Background: an optimization exercise with open tools, aiming at small area, a short achievable clock period and few clock cycles per item. Do not read the settings as production practice.
Function was checked by simulation only, so behaviour that the tests miss may differ from the original.
Power figures rest on the tool's default switching activity, not on a simulated workload.

==> flow/design.v (excerpt) <==
module scalar_kalman_filter_core
(
    input  logic               aclk,
    input  logic               aresetn,
    input  logic               cfg_we,
    input  logic [1:0]         cfg_index,
    input  logic [VAL_W-1:0]   cfg_data,
    input  logic               s_valid,
    output logic               s_ready,
    input  logic signed [VAL_W-1:0] s_measurement,
    output logic               m_valid,
    input  logic               m_ready,
    output logic signed [VAL_W-1:0] m_estimate
);
==> flow/config.mk <==
export PLATFORM = sky130hd
export DESIGN_NAME = scalar_kalman_filter_core
export DESIGN_NICKNAME = scalar_kalman_filter_core
export VERILOG_FILES = /design/flow/design.v
export SDC_FILE = /design/flow/constraint.sdc
export NUM_CORES = 4
export LEC_CHECK = 0
export ABC_AREA = 1
export CAP_MARGIN = 20
export CORE_MARGIN = 2
export CORE_UTILIZATION = 40
export CTS_CLUSTER_DIAMETER = 80
export CTS_CLUSTER_SIZE = 20
export SETUP_SLACK_MARGIN = 5
export SLEW_MARGIN = 20
==> flow/constraint.sdc <==
create_clock -name core_clock -period 11.0 [get_ports {aclk}]
set_input_delay 2.2000 -clock core_clock [delete_from_list [all_inputs] [get_ports {aclk}]]
set_output_delay 2.2000 -clock core_clock [all_outputs]
set_load 0.01 [all_outputs]
run.sh (not shown) runs the stock make flow with config.mk's settings and CLKGATE_MAP_FILE= SYNTH_SCRIPT=/design/flow/synth_recipe.tcl, a recipe that flattens the netlist after the stock synthesis.
Testbench counts at the start, summed over its fixed seeds: cycles 36,958, items 2,048.
Edit:
==> flow/flow/run.sh (new file) <==
#!/bin/bash
set -euo pipefail
bash standard.sh \
    SETUP_SLACK_MARGIN=7 \
    "BUFFER_PORTS_ARGS=-buffer_cell sky130_fd_sc_hd__buf_1" \
    finish > standard_flow.log 2>&1
==> flow/standard.sh (new file) <==
#!/bin/bash
# synth_recipe.tcl (not shown) runs the flow's synth.tcl, then flattens the netlist and writes it again
# the make line also repeats each setting of config.mk as NAME=value (left out here)
make -C /OpenROAD-flow-scripts/flow DESIGN_CONFIG=/design/flow/config.mk WORK_HOME=/design/flow/orfs CLKGATE_MAP_FILE= SYNTH_SCRIPT=/design/flow/synth_recipe.tcl "${@:-finish}"
--- a/flow/config.mk
+++ b/flow/config.mk
@@ -13,3 +13,3 @@
 export CTS_CLUSTER_SIZE = 20
-export SETUP_SLACK_MARGIN = 5
+export PLACE_DENSITY = 0.7
 export SLEW_MARGIN = 20
removed: flow/run.sh
The new run passed the timing, design-rule and antenna checks; non-clock buffer count rose by 35; via count rose by 3.3%; total power rose by 1.7%; first-iteration DRC count rose by 4.5%; die area stays the same; setup slack gains 1.6 ns.
Edit:
==> flow/flow/run.sh (replaced) <==
#!/bin/bash
set -euo pipefail
bash standard.sh \
    SETUP_SLACK_MARGIN=6.75 \
    "BUFFER_PORTS_ARGS=-buffer_cell sky130_fd_sc_hd__buf_1" \
    finish > standard_flow.log 2>&1
--- a/flow/config.mk
+++ b/flow/config.mk
@@ -13,3 +13,2 @@
 export CTS_CLUSTER_SIZE = 20
-export PLACE_DENSITY = 0.7
 export SLEW_MARGIN = 20
Setup slack gets worse by 0.16 ns.
Cell area stays flat.
Clock skew shrinks by 0.0095 ns.
Total power grows by 1.8%.
Critical path depth grows by 16.
Wire length is about the same.
Via count shrinks by 1.4%.
Flip-flop and latch count stays the same.
Edit:
==> flow/flow/run.sh (replaced) <==
#!/bin/bash
set -euo pipefail
bash standard.sh \
    SETUP_SLACK_MARGIN=7 \
    "BUFFER_PORTS_ARGS=-buffer_cell sky130_fd_sc_hd__buf_1" \
    finish > standard_flow.log 2>&1
What happened: The new run completed with no timing, DRC or antenna violations. Routed wire length climbs by about 3%. Power climbs by 1.4%. Combinational power climbs by about 5%. Setup slack gets better by 0.15 ns. Via count climbs by about 1.2%. Clock-buffer cell count drops by 5. Global-route usage climbs by 0.63 points. Core utilization climbs by 0.72 points.

* * *

== v14 ==
scalar_kalman_filter_core, a different RTL version from the one above (not shown whole).
For scale: about 2700 cells after synthesis, roughly 300 flip-flops, ~22000 um2 of cells after synthesis.
clock: 11.0 ns
lec_check: 0
cap_margin: 20
core_margin: 2
core_utilization: 40
slew_margin: 20
Stock flow here: none of the scripts above is used.
Testbench counts of v14, summed over its fixed seeds: cycles 36,958, items 2,048.
#### Input delta (v22 over v14)
==> flow/flow/run.sh (new file) <==
#!/bin/bash
set -euo pipefail
bash standard.sh SETUP_SLACK_MARGIN=7 finish > standard_flow.log 2>&1
==> flow/standard.sh (new file) <==
#!/bin/bash
# synth_recipe.tcl (not shown) runs the flow's synth.tcl, then flattens the netlist and writes it again
# the make line also repeats each setting of config.mk as NAME=value (left out here)
make -C /OpenROAD-flow-scripts/flow DESIGN_CONFIG=/design/flow/config.mk WORK_HOME=/design/flow/orfs CLKGATE_MAP_FILE= SYNTH_SCRIPT=/design/flow/synth_recipe.tcl "${@:-finish}"
removed: flow/run.sh
==> run summary <==
Cmp v22 and v14 / routed wire length / higher: v22. The run showing the smaller part of the total power dissipated in the clock network is v22. Number of buffers outside the clock class in the layout up 63% in v22 wrt v14. For post-placement cell count, v14 and v22 come out practically identical. v22 ended with more met1 layer usage reported by global route than v14.

* * *

Another version of the RTL of scalar_kalman_filter_core (not shown whole).
Size in the first run: roughly 2400 cells after synthesis, about 300 flip-flops, roughly 110 I/O pins, about 21000 um^2 of cells after synthesis.
## scalar_kalman_filter_core
module scalar_kalman_filter_core
(
    input  logic               aclk,
    input  logic               aresetn,
    input  logic               cfg_we,
    input  logic [1:0]         cfg_index,
    input  logic [VAL_W-1:0]   cfg_data,
    input  logic               s_valid,
    output logic               s_ready,
    input  logic signed [VAL_W-1:0] s_measurement,
    output logic               m_valid,
    input  logic               m_ready,
    output logic signed [VAL_W-1:0] m_estimate
);
    localparam int RW = VAL_W + 3;             
    localparam int DW = VAL_W + 1;             
    localparam int ZW = VAL_W + 1;             
    localparam int AW = VAL_W + GAIN_BITS + 1;
    localparam int HI = GAIN_BITS + 1;         
    localparam int AW1 = AW - 1;
    logic                     idle_reg, setup_reg, run_reg;
    logic [3:0]               cnt_reg;
    logic                     q_reg;           
    logic                     zero_reg;        
    logic                     m_valid_reg;
    logic [NOISE_W-1:0]       pn_reg, mn_reg;
    logic [VAL_W-1:0]         p_reg;
    logic                     psat_reg;        
    logic [DW-1:0]            den_reg;
    logic signed [RW-1:0]     rem_reg;
  ...
export LEC_CHECK = 0
export CAP_MARGIN = 20
export CORE_MARGIN = 2
export CORE_UTILIZATION = 40
export SLEW_MARGIN = 20
create_clock -name core_clock -period 11.0 [get_ports {aclk}]
standard.sh (not shown) runs the stock make flow with config.mk's settings and CLKGATE_MAP_FILE= SYNTH_SCRIPT=/design/flow/synth_recipe.tcl, a recipe that flattens the netlist after the stock synthesis.
==> flow/flow/run.sh <==
#!/bin/bash
set -euo pipefail
bash standard.sh SETUP_SLACK_MARGIN=7 finish > standard_flow.log 2>&1
The first run ran to the end with no violations.
Testbench counts at the start, summed over its fixed seeds: cycles 36,958, items 2,048.
Rerun with:
==> flow/flow/run.sh (replaced) <==
#!/bin/bash
set -euo pipefail
bash standard.sh \
    SETUP_SLACK_MARGIN=6.5 \
    "BUFFER_PORTS_ARGS=-buffer_cell sky130_fd_sc_hd__buf_1" \
    finish > standard_flow.log 2>&1
--- a/flow/config.mk
+++ b/flow/config.mk
@@ -9,3 +9,5 @@
 export CORE_MARGIN = 2
 export CORE_UTILIZATION = 40
+export CTS_CLUSTER_DIAMETER = 80
+export CTS_CLUSTER_SIZE = 20
 export SLEW_MARGIN = 20
Flip-flop and latch count stays the same.
Total power came out lower by 16%.
Final area went down by about 13%.
Global-route usage went down by 1.6 points.

==> afterwards: timing with drivers on the ports <==
The flow's constraints put no driver on any port. The routed layouts listed below were extracted and timed again, unchanged, in two steps.
Step 1 assumes that a clkbuf_16 drives the clock port and a buf_2 every other input.
Step 2 adds t to the input delays and takes it off the output delays; t is the mean of the earliest and latest rising clock arrival at the registers after step 1. Input paths then give back, and output paths get back, about the clock's delay inside the block.
Three values: ideal, step 1, step 2; two values: the first two.
run	shift t [ns]	setup WS [ns]	worst setup path after step 2	pins driven straight from the clock port
the first run of note 1	0.603	5.516 / 5.516 / 5.516	register to register	1
the second run of note 1	0.597	7.125 / 7.136 / 6.556	input to register	1
the third run of note 1	0.626	6.961 / 6.961 / 6.497	input to register	1
the fourth run of note 1	0.615	7.112 / 7.112 / 6.626	input to register	1
v14	0.619	5.194 / 5.194 / 5.194	register to register	1
v22	0.643	6.832 / 6.832 / 6.366	input to register	1
the first run of note 3	0.608	6.933 / 6.933 / 6.507	input to register	1
the second run of note 3	0.597	6.641 / 6.641 / 6.641	register to register	1
After both steps every run listed still meets setup and hold. The setup slack of the second run of note 1, which loses most, moves by +0.011 ns with the drivers and by -0.569 ns with both steps.
